Context: an optimization exercise on an open-source flow, tuned for small area. The choices shown serve that exercise and are no tape-out recipe. Only simulation tests tie the RTL to the original design; equivalence was not proved. No driver is modelled on the clock port, so clocking that relies on it looks cheaper here than on a real chip. Power is estimated from default activity; no workload was simulated.

==> inputs of trial 72 <==
==> flow/design.v <==
package coef_bank_loader_pkg;
  localparam int COEF_W_DEF   = 16;
  localparam int NUM_TAPS_DEF = 128;
  localparam int ADDR_W_DEF   = 7;
endpackage
module coef_bank_inv (
  input  logic a,
  output logic y
);
  assign y = ~a;
endmodule
module coef_bank_aoi222 (
  input  logic [2:0] d,
  input  logic [2:0] sel,
  output logic       y
);
  assign y = ~|(d & sel);
endmodule
module coef_bank_ram
#(
  parameter int DATA_W = coef_bank_loader_pkg::COEF_W_DEF,
  parameter int DEPTH  = coef_bank_loader_pkg::NUM_TAPS_DEF
) (
  input  logic [DEPTH*DATA_W-1:0] words_i,
  input  logic [DEPTH-1:0]        sel_i,
  output logic [DATA_W-1:0]       data_o
);
  localparam int NG3 = DEPTH / 3;
  localparam int NG  = (DEPTH + 2) / 3;
  for (genvar b = 0; b < DATA_W; b++) begin : g_bit
    logic [NG-1:0] grp_n;
    for (genvar g = 0; g < NG3; g++) begin : g_grp
      coef_bank_aoi222 u_aoi (
        .d   ({words_i[(3*g+2)*DATA_W+b], words_i[(3*g+1)*DATA_W+b], words_i[(3*g)*DATA_W+b]}),
        .sel (sel_i[3*g +: 3]),
        .y   (grp_n[g])
      );
    end
    if (DEPTH % 3 == 2) begin : g_last2
      assign grp_n[NG-1] = ~((words_i[(DEPTH-1)*DATA_W+b] & sel_i[DEPTH-1]) |
                             (words_i[(DEPTH-2)*DATA_W+b] & sel_i[DEPTH-2]));
    end else if (DEPTH % 3 == 1) begin : g_last1
      assign grp_n[NG-1] = ~(words_i[(DEPTH-1)*DATA_W+b] & sel_i[DEPTH-1]);
    end
    assign data_o[b] = ~&grp_n;
  end
endmodule
module coef_bank_loader
#(
  parameter int COEF_W   = coef_bank_loader_pkg::COEF_W_DEF,
  parameter int NUM_TAPS = coef_bank_loader_pkg::NUM_TAPS_DEF,
  parameter int ADDR_W   = coef_bank_loader_pkg::ADDR_W_DEF
) (
  input  logic              clock,
  input  logic              reset_n,
  input  logic              start,
  input  logic              abort,
  input  logic              sample_tick,
  input  logic              fifo_empty,
  output logic              fifo_read,
  input  logic [COEF_W-1:0] fifo_readdata,
  input  logic [ADDR_W-1:0] coef_rd_addr,
  output logic [COEF_W-1:0] coef_rd_data,
  output logic              busy,
  output logic              swap_pending,
  output logic              bank_sel,
  output logic              load_done
);
  localparam int CNT_W = ADDR_W + 1;
  localparam int NBITS = NUM_TAPS * COEF_W;
  logic              busy_q, pend_q, bank_sel_q, vld_q, rd_ok_q;
  logic              rd_vld_q, copy_q, pol_shd_q, pol_act_q;
  logic              wr_hold, cp_hold;
  logic [CNT_W-1:0]  issued_q;
  logic [ADDR_W-1:0] rd_addr_q;
  logic [NBITS-1:0]  shd_q, act_q, shd_src, act_src;
  logic              loading, wr_en, full;
  logic [NUM_TAPS-1:0] rd_sel;
  logic [COEF_W-1:0] rd_word;
  assign loading   = busy_q && !pend_q && !abort;
  assign full      = issued_q[ADDR_W] && !rd_vld_q;
  assign fifo_read = loading && !fifo_empty && !issued_q[ADDR_W];
  assign wr_en     = loading && rd_vld_q;
  assign load_done = pend_q && !abort && sample_tick;
  always_ff @(posedge clock or negedge reset_n) begin
    if (!reset_n) begin
      busy_q     <= 1'b0;
      pend_q     <= 1'b0;
      bank_sel_q <= 1'b0;
      vld_q      <= 1'b0;
      rd_ok_q    <= 1'b0;
      pol_shd_q  <= 1'b0;
      pol_act_q  <= 1'b0;
    end else begin
      if (!busy_q) busy_q <= start && !abort;
      else         busy_q <= !abort && !load_done;
      pend_q     <= pend_q ? (!abort && !sample_tick) : (loading && full);
      bank_sel_q <= bank_sel_q ^ load_done;
      vld_q      <= vld_q || load_done;
      rd_ok_q    <= vld_q;
      pol_shd_q  <= wr_en  ? pol_shd_q : !pol_shd_q;
      pol_act_q  <= copy_q ? pol_shd_q : !pol_act_q;
    end
  end
  always_ff @(posedge clock) begin
    rd_vld_q  <= fifo_read;
    rd_addr_q <= coef_rd_addr;
    copy_q    <= load_done;
    if (!busy_q)        issued_q <= '0;
    else if (fifo_read) issued_q <= issued_q + 1'b1;
    shd_q     <= ~((shd_src | {NBITS{wr_hold}}) & (shd_q | {NBITS{wr_en}}));
    act_q     <= ~((act_src | {NBITS{cp_hold}}) & (act_q | {NBITS{copy_q}}));
  end
  coef_bank_inv u_wr_hold (.a(wr_en),  .y(wr_hold));
  coef_bank_inv u_cp_hold (.a(copy_q), .y(cp_hold));
  assign shd_src[COEF_W-1:0] = fifo_readdata ^ {COEF_W{!pol_shd_q}};
  assign shd_src[NBITS-1:COEF_W] = shd_q[NBITS-COEF_W-1:0];
  for (genvar k = 0; k < NUM_TAPS; k++) begin : g_word
    assign act_src[k*COEF_W +: COEF_W] = shd_q[(NUM_TAPS-1-k)*COEF_W +: COEF_W];
  end
  for (genvar k = 0; k < NUM_TAPS; k++) begin : g_sel
    assign rd_sel[k] = rd_ok_q && (rd_addr_q == ADDR_W'(k));
  end
  coef_bank_ram #(
    .DATA_W (COEF_W),
    .DEPTH  (NUM_TAPS)
  ) u_rdmux (
    .words_i (act_q),
    .sel_i   (rd_sel),
    .data_o  (rd_word)
  );
  assign coef_rd_data = rd_word ^ {COEF_W{rd_ok_q && (pol_act_q ^ rd_addr_q[0])}};
  assign busy         = busy_q;
  assign swap_pending = pend_q;
  assign bank_sel     = bank_sel_q;
endmodule
==> flow/flow/run.sh <==
#!/bin/bash
set -euo pipefail
HERE=$(pwd)
PORTS="BUFFER_PORTS_ARGS=-inputs -outputs -buffer_cell sky130_fd_sc_hd__buf_1"
bash standard.sh "$PORTS" synth floorplan place > make_place.log 2>&1
export RDIR=$HERE/orfs/results/$FLOW_PLATFORM/coef_bank_loader/base
BASE="-sink_clustering_enable -repair_clock_nets -dont_use_dummy_load -buf_list sky130_fd_sc_hd__clkbuf_16"
PICK="-sink_clustering_size 30 -sink_clustering_max_diameter 60"
BEST=""
CANDS=""
for n in 28 30 32 34 36 38 40; do for d in 50 60 70 80 90 100; do CANDS="$CANDS $n:$d"; done; done
trial() {
  local n=${1%:*} d=${1#*:}
  CTS_TRY="$BASE -sink_clustering_size $n -sink_clustering_max_diameter $d" \
    openroad -no_init -exit flow/cts_pick.tcl > cts_trial_${n}_${d}.log 2>&1 || true
}
export -f trial
export BASE
printf '%s\n' $CANDS | xargs -P "${NUM_CORES:-4}" -I{} bash -c 'trial {}' || true
for c in $CANDS; do
  n=${c%:*}; d=${c#*:}
  R=$(awk '/^CTS_TRIAL/ {print $3, $5}' cts_trial_${n}_${d}.log 2>/dev/null || true)
  [[ -n "$R" ]] || continue
  AREA=${R% *}; SLEW=${R#* }
  if awk -v s="$SLEW" 'BEGIN {exit !(s <= 0.113)}'; then
    if [[ -z "$BEST" ]] || awk -v a="$AREA" -v b="$BEST" 'BEGIN {exit !(a < b)}'; then
      BEST=$AREA; PICK="-sink_clustering_size $n -sink_clustering_max_diameter $d"
    fi
  fi
done
echo "picked: $PICK (area $BEST)" > cts_pick.txt
bash standard.sh "$PORTS" "CTS_ARGS=$BASE $PICK" finish > make_finish.log 2>&1
==> flow/flow/cts_pick.tcl <==
# Trial clock tree on the placed design: prints the clock buffers' area and the worst
# flip-flop clock-pin slew (placement parasitics). Reads CTS_TRY (the CTS arguments).
set P $::env(FLOW_HOME)/platforms/$::env(FLOW_PLATFORM)
set R $::env(RDIR)
read_lef $P/lef/sky130_fd_sc_hd.tlef
read_lef $P/lef/sky130_fd_sc_hd_merged.lef
read_liberty $P/lib/sky130_fd_sc_hd__tt_025C_1v80.lib
read_db $R/3_place.odb
read_sdc $R/3_place.sdc
source $P/setRC.tcl
set_dont_use [list sky130_fd_sc_hd__probe_p_8 sky130_fd_sc_hd__probec_p_8 sky130_fd_sc_hd__lpflow_*]
clock_tree_synthesis {*}$::env(CTS_TRY)
estimate_parasitics -placement
set area 0
foreach inst [get_cells *] {
  set m [get_property $inst ref_name]
  if {[string match "*clkbuf*" $m]} {
    set area [expr {$area + [get_property [get_lib_cells */$m] area]}]
  }
}
set worst 0
foreach pin [get_pins -hierarchical */CLK] {
  set s [get_property $pin slew_max]
  if {$s > $worst} { set worst $s }
}
puts "CTS_TRIAL area $area slew $worst"
==> flow/standard.sh <==
#!/bin/bash
# synth_recipe.tcl (not shown) runs the flow's synth.tcl, then flattens the netlist and writes it again
# the make line also repeats each setting of config.mk as NAME=value (left out here)
make -C /OpenROAD-flow-scripts/flow DESIGN_CONFIG=/design/flow/config.mk WORK_HOME=/design/flow/orfs CLKGATE_MAP_FILE= SYNTH_SCRIPT=/design/flow/synth_recipe.tcl "${@:-finish}"
==> flow/config.mk <==
export PLATFORM = sky130hd
export DESIGN_NAME = coef_bank_loader
export DESIGN_NICKNAME = coef_bank_loader
export VERILOG_FILES = /design/flow/design.v
export SDC_FILE = /design/flow/constraint.sdc
export NUM_CORES = 4
export LEC_CHECK = 0
export CAP_MARGIN = 20
export CORE_MARGIN = 2
export CORE_UTILIZATION = 65
export GPL_TIMING_DRIVEN = 0
export SLEW_MARGIN = 20
export SYNTH_HIERARCHICAL = 1
export SYNTH_MEMORY_MAX_BITS = 8192
==> flow/constraint.sdc <==
create_clock -name core_clock -period 10.0 [get_ports {clock}]
set_input_delay 2.0000 -clock core_clock [delete_from_list [all_inputs] [get_ports {clock}]]
set_output_delay 2.0000 -clock core_clock [all_outputs]
set_load 0.01 [all_outputs]
==> build 1: changes against trial 72 <==
--- a/flow/flow/run.sh
+++ b/flow/flow/run.sh
@@ -23,5 +23,5 @@
   [[ -n "$R" ]] || continue
   AREA=${R% *}; SLEW=${R#* }
-  if awk -v s="$SLEW" 'BEGIN {exit !(s <= 0.113)}'; then
+  if awk -v s="$SLEW" 'BEGIN {exit !(s <= 0.111)}'; then
     if [[ -z "$BEST" ]] || awk -v a="$AREA" -v b="$BEST" 'BEGIN {exit !(a < b)}'; then
       BEST=$AREA; PICK="-sink_clustering_size $n -sink_clustering_max_diameter $d"
- CORE_UTILIZATION: 65 -> 72
- GPL_TIMING_DRIVEN: 0 -> unset
==> trial 37: changes against trial 72 <==
==> flow/design.v, changed modules only <==
module coef_bank_ram
#(
  parameter int DATA_W = coef_bank_loader_pkg::COEF_W_DEF,
  parameter int DEPTH  = coef_bank_loader_pkg::NUM_TAPS_DEF
) (
  input  logic [DEPTH*DATA_W-1:0] words_i,
  input  logic [DEPTH-1:0]        sel_i,
  output logic [DATA_W-1:0]       data_o
);
  localparam int NG = (DEPTH + 2) / 3;
  logic [3*NG*DATA_W-1:0] words_p;
  logic [3*NG-1:0]        sel_p;
  assign words_p = {{(3*NG-DEPTH)*DATA_W{1'b0}}, words_i};
  assign sel_p   = {{(3*NG-DEPTH){1'b0}}, sel_i};
  for (genvar b = 0; b < DATA_W; b++) begin : g_bit
    logic [NG-1:0] grp_n;
    for (genvar g = 0; g < NG; g++) begin : g_grp
      coef_bank_aoi222 u_aoi (
        .d   ({words_p[(3*g+2)*DATA_W+b], words_p[(3*g+1)*DATA_W+b], words_p[(3*g)*DATA_W+b]}),
        .sel (sel_p[3*g +: 3]),
        .y   (grp_n[g])
      );
    end
    assign data_o[b] = ~&grp_n;
  end
endmodule
module coef_bank_loader
#(
  parameter int COEF_W   = coef_bank_loader_pkg::COEF_W_DEF,
  parameter int NUM_TAPS = coef_bank_loader_pkg::NUM_TAPS_DEF,
  parameter int ADDR_W   = coef_bank_loader_pkg::ADDR_W_DEF
) (
  input  logic              clock,
  input  logic              reset_n,
  input  logic              start,
  input  logic              abort,
  input  logic              sample_tick,
  input  logic              fifo_empty,
  output logic              fifo_read,
  input  logic [COEF_W-1:0] fifo_readdata,
  input  logic [ADDR_W-1:0] coef_rd_addr,
  output logic [COEF_W-1:0] coef_rd_data,
  output logic              busy,
  output logic              swap_pending,
  output logic              bank_sel,
  output logic              load_done
);
  localparam int CNT_W = ADDR_W + 1;
  localparam int NBITS = NUM_TAPS * COEF_W;
  logic              busy_q, pend_q, bank_sel_q, vld_q, rd_ok_q;
  logic              rd_vld_q, copy_q, pol_shd_q, pol_act_q;
  logic              wr_q, wr_hold_q, cp_hold_q;
  logic [COEF_W-1:0] wr_data_q;
  logic [CNT_W-1:0]  issued_q;
  logic [ADDR_W-1:0] rd_addr_q;
  logic [NBITS-1:0]  shd_q, act_q, shd_src, act_src;
  logic              loading, wr_en, full;
  logic [NUM_TAPS-1:0] rd_sel;
  logic [COEF_W-1:0] rd_word;
  assign loading   = busy_q && !pend_q && !abort;
  assign full      = issued_q[ADDR_W] && !rd_vld_q;
  assign fifo_read = loading && !fifo_empty && !issued_q[ADDR_W];
  assign wr_en     = loading && rd_vld_q;
  assign load_done = pend_q && !abort && sample_tick;
  always_ff @(posedge clock or negedge reset_n) begin
    if (!reset_n) begin
      busy_q     <= 1'b0;
      pend_q     <= 1'b0;
      bank_sel_q <= 1'b0;
      vld_q      <= 1'b0;
      rd_ok_q    <= 1'b0;
    end else begin
      if (!busy_q) busy_q <= start && !abort;
      else         busy_q <= !abort && !load_done;
      pend_q     <= pend_q ? (!abort && !sample_tick) : (loading && full);
      bank_sel_q <= bank_sel_q ^ load_done;
      vld_q      <= vld_q || load_done;
      rd_ok_q    <= vld_q;
    end
  end
  always_ff @(posedge clock) begin
    rd_vld_q  <= fifo_read;
    rd_addr_q <= coef_rd_addr;
    copy_q    <= load_done;
    cp_hold_q <= !load_done;
    wr_q      <= wr_en;
    wr_hold_q <= !wr_en;
    wr_data_q <= fifo_readdata;
    if (!busy_q)        issued_q <= '0;
    else if (fifo_read) issued_q <= issued_q + 1'b1;
    pol_shd_q <= wr_q   ? pol_shd_q : !pol_shd_q;
    pol_act_q <= copy_q ? pol_shd_q : !pol_act_q;
    shd_q     <= ~((shd_src & {NBITS{wr_q}})   | (shd_q & {NBITS{wr_hold_q}}));
    act_q     <= ~((act_src & {NBITS{copy_q}}) | (act_q & {NBITS{cp_hold_q}}));
  end
  assign shd_src[COEF_W-1:0] = wr_data_q ^ {COEF_W{!pol_shd_q}};
  assign shd_src[NBITS-1:COEF_W] = shd_q[NBITS-COEF_W-1:0];
  for (genvar k = 0; k < NUM_TAPS; k++) begin : g_word
    assign act_src[k*COEF_W +: COEF_W] = shd_q[(NUM_TAPS-1-k)*COEF_W +: COEF_W];
  end
  for (genvar k = 0; k < NUM_TAPS; k++) begin : g_sel
    assign rd_sel[k] = (rd_addr_q == ADDR_W'(k));
  end
  coef_bank_ram #(
    .DATA_W (COEF_W),
    .DEPTH  (NUM_TAPS)
  ) u_rdmux (
    .words_i (act_q),
    .sel_i   (rd_sel),
    .data_o  (rd_word)
  );
  assign coef_rd_data = rd_ok_q ? (rd_word ^ {COEF_W{pol_act_q ^ rd_addr_q[0]}}) : '0;
  assign busy         = busy_q;
  assign swap_pending = pend_q;
  assign bank_sel     = bank_sel_q;
endmodule
// module coef_bank_inv removed
==> flow/flow/run.sh (replaced) <==
#!/bin/bash
# The standard layout, with the clock tree built from large clusters of clkbuf_16 leaf
# buffers and without CTS dummy loads. Each tool's output goes to the ORFS logs under orfs/;
# make's own output goes to flow_make.log here.
set -euo pipefail
CTS="-sink_clustering_enable -repair_clock_nets -dont_use_dummy_load"
CTS="$CTS -buf_list sky130_fd_sc_hd__clkbuf_16 -sink_clustering_size 30 -sink_clustering_max_diameter 60"
bash standard.sh "CTS_ARGS=$CTS" finish > flow_make.log 2>&1
- GPL_TIMING_DRIVEN: 0 -> unset
removed: flow/flow/cts_pick.tcl
==> build 69: changes against trial 72 <==
==> flow/design.v, changed modules only <==
module coef_bank_loader
#(
  parameter int COEF_W   = coef_bank_loader_pkg::COEF_W_DEF,
  parameter int NUM_TAPS = coef_bank_loader_pkg::NUM_TAPS_DEF,
  parameter int ADDR_W   = coef_bank_loader_pkg::ADDR_W_DEF
) (
  input  logic              clock,
  input  logic              reset_n,
  input  logic              start,
  input  logic              abort,
  input  logic              sample_tick,
  input  logic              fifo_empty,
  output logic              fifo_read,
  input  logic [COEF_W-1:0] fifo_readdata,
  input  logic [ADDR_W-1:0] coef_rd_addr,
  output logic [COEF_W-1:0] coef_rd_data,
  output logic              busy,
  output logic              swap_pending,
  output logic              bank_sel,
  output logic              load_done
);
  localparam int CNT_W = ADDR_W + 1;
  localparam int NBITS = NUM_TAPS * COEF_W;
  logic              busy_q, pend_q, bank_sel_q, vld_q, rd_ok_q;
  logic              rd_vld_q, copy_q, pol_shd_q, pol_act_q;
  logic              wr_q, wr_hold_q, cp_hold_q;
  logic [COEF_W-1:0] wr_data_q;
  logic [CNT_W-1:0]  issued_q;
  logic [ADDR_W-1:0] rd_addr_q;
  logic [NBITS-1:0]  shd_q, act_q, shd_src, act_src;
  logic              loading, wr_en, full;
  logic [NUM_TAPS-1:0] rd_sel;
  logic [COEF_W-1:0] rd_word;
  assign loading   = busy_q && !pend_q && !abort;
  assign full      = issued_q[ADDR_W] && !rd_vld_q;
  assign fifo_read = loading && !fifo_empty && !issued_q[ADDR_W];
  assign wr_en     = loading && rd_vld_q;
  assign load_done = pend_q && !abort && sample_tick;
  always_ff @(posedge clock or negedge reset_n) begin
    if (!reset_n) begin
      busy_q     <= 1'b0;
      pend_q     <= 1'b0;
      bank_sel_q <= 1'b0;
      vld_q      <= 1'b0;
      rd_ok_q    <= 1'b0;
    end else begin
      if (!busy_q) busy_q <= start && !abort;
      else         busy_q <= !abort && !load_done;
      pend_q     <= pend_q ? (!abort && !sample_tick) : (loading && full);
      bank_sel_q <= bank_sel_q ^ load_done;
      vld_q      <= vld_q || load_done;
      rd_ok_q    <= vld_q;
    end
  end
  always_ff @(posedge clock) begin
    rd_vld_q  <= fifo_read;
    rd_addr_q <= coef_rd_addr;
    copy_q    <= load_done;
    cp_hold_q <= !load_done;
    wr_q      <= wr_en;
    wr_hold_q <= !wr_en;
    wr_data_q <= fifo_readdata;
    if (!busy_q)        issued_q <= '0;
    else if (fifo_read) issued_q <= issued_q + 1'b1;
    pol_shd_q <= wr_q   ? pol_shd_q : !pol_shd_q;
    pol_act_q <= copy_q ? pol_shd_q : !pol_act_q;
    shd_q     <= ~((shd_src | {NBITS{wr_hold_q}}) & (shd_q | {NBITS{wr_q}}));
    act_q     <= ~((act_src | {NBITS{cp_hold_q}}) & (act_q | {NBITS{copy_q}}));
  end
  assign shd_src[COEF_W-1:0] = wr_data_q ^ {COEF_W{!pol_shd_q}};
  assign shd_src[NBITS-1:COEF_W] = shd_q[NBITS-COEF_W-1:0];
  for (genvar k = 0; k < NUM_TAPS; k++) begin : g_word
    assign act_src[k*COEF_W +: COEF_W] = shd_q[(NUM_TAPS-1-k)*COEF_W +: COEF_W];
  end
  for (genvar k = 0; k < NUM_TAPS; k++) begin : g_sel
    assign rd_sel[k] = rd_ok_q && (rd_addr_q == ADDR_W'(k));
  end
  coef_bank_ram #(
    .DATA_W (COEF_W),
    .DEPTH  (NUM_TAPS)
  ) u_rdmux (
    .words_i (act_q),
    .sel_i   (rd_sel),
    .data_o  (rd_word)
  );
  assign coef_rd_data = rd_word ^ {COEF_W{rd_ok_q && (pol_act_q ^ rd_addr_q[0])}};
  assign busy         = busy_q;
  assign swap_pending = pend_q;
  assign bank_sel     = bank_sel_q;
endmodule
// module coef_bank_inv removed
--- a/flow/flow/run.sh
+++ b/flow/flow/run.sh
@@ -2,6 +2,5 @@
 set -euo pipefail
 HERE=$(pwd)
-PORTS="BUFFER_PORTS_ARGS=-inputs -outputs -buffer_cell sky130_fd_sc_hd__buf_1"
-bash standard.sh "$PORTS" synth floorplan place > make_place.log 2>&1
+bash standard.sh synth floorplan place > make_place.log 2>&1
 export RDIR=$HERE/orfs/results/$FLOW_PLATFORM/coef_bank_loader/base
 BASE="-sink_clustering_enable -repair_clock_nets -dont_use_dummy_load -buf_list sky130_fd_sc_hd__clkbuf_16"
@@ -23,5 +22,5 @@
   [[ -n "$R" ]] || continue
   AREA=${R% *}; SLEW=${R#* }
-  if awk -v s="$SLEW" 'BEGIN {exit !(s <= 0.113)}'; then
+  if awk -v s="$SLEW" 'BEGIN {exit !(s <= 0.111)}'; then
     if [[ -z "$BEST" ]] || awk -v a="$AREA" -v b="$BEST" 'BEGIN {exit !(a < b)}'; then
       BEST=$AREA; PICK="-sink_clustering_size $n -sink_clustering_max_diameter $d"
@@ -30,3 +29,3 @@
 done
 echo "picked: $PICK (area $BEST)" > cts_pick.txt
-bash standard.sh "$PORTS" "CTS_ARGS=$BASE $PICK" finish > make_finish.log 2>&1
+bash standard.sh "CTS_ARGS=$BASE $PICK" finish > make_finish.log 2>&1
- CAP_MARGIN: 20 -> 5
- GPL_TIMING_DRIVEN: 0 -> unset
- SLEW_MARGIN: 20 -> 5
==> notes.md <==
Trial 72 ran to the end with no violations. Build 1 passed the timing, design-rule and antenna checks. Build 69 completed without violations. Trial 37 passed the timing, design-rule and antenna checks.
Of build 69 and build 1, build 69 has the higher non-clock buffer count (gap 18).
Combinational power: build 1 is smaller than trial 37 (41%).
First-iteration DRC count: build 1 > trial 72 > trial 37 > build 69.
In build 1 the cell area is smaller than in trial 37, by 5.7%.
In sequential power, build 1 and trial 72 hardly differ.

what the ideal ports hide:
The results above use ideal ports. As a check the final layouts listed here were re-extracted and re-timed, cells and wires unchanged. Step 1: set_driving_cell puts a clkbuf_16 on clock and a buf_2 on each other input, an assumption about the parent block. Step 2 adds t to the input delays and takes it off the output delays; t is the mean of the earliest and latest rising clock arrival at the registers after step 1. Input paths then give back, and output paths get back, about the clock's delay inside the block. a / b / c = ideal / step 1 / step 2; a / b = the first two.
run | shift t [ns] | setup slack, ns | worst data-port slew with drivers (ns) | cell pins on the clock port's net
trial 72 | 0.940 | 0.511 / 0.433 / 1.372 | 0.12 | 1
build 1 | 0.942 | 1.698 / 1.598 / 2.540 | 0.12 | 1
trial 37 | 0.951 | 1.556 / 1.468 / 2.419 | 0.07 | 1
build 69 | 0.942 | 1.493 / 1.397 / 2.339 | 0.11 | 1
After both steps setup and hold are still met in every run listed.
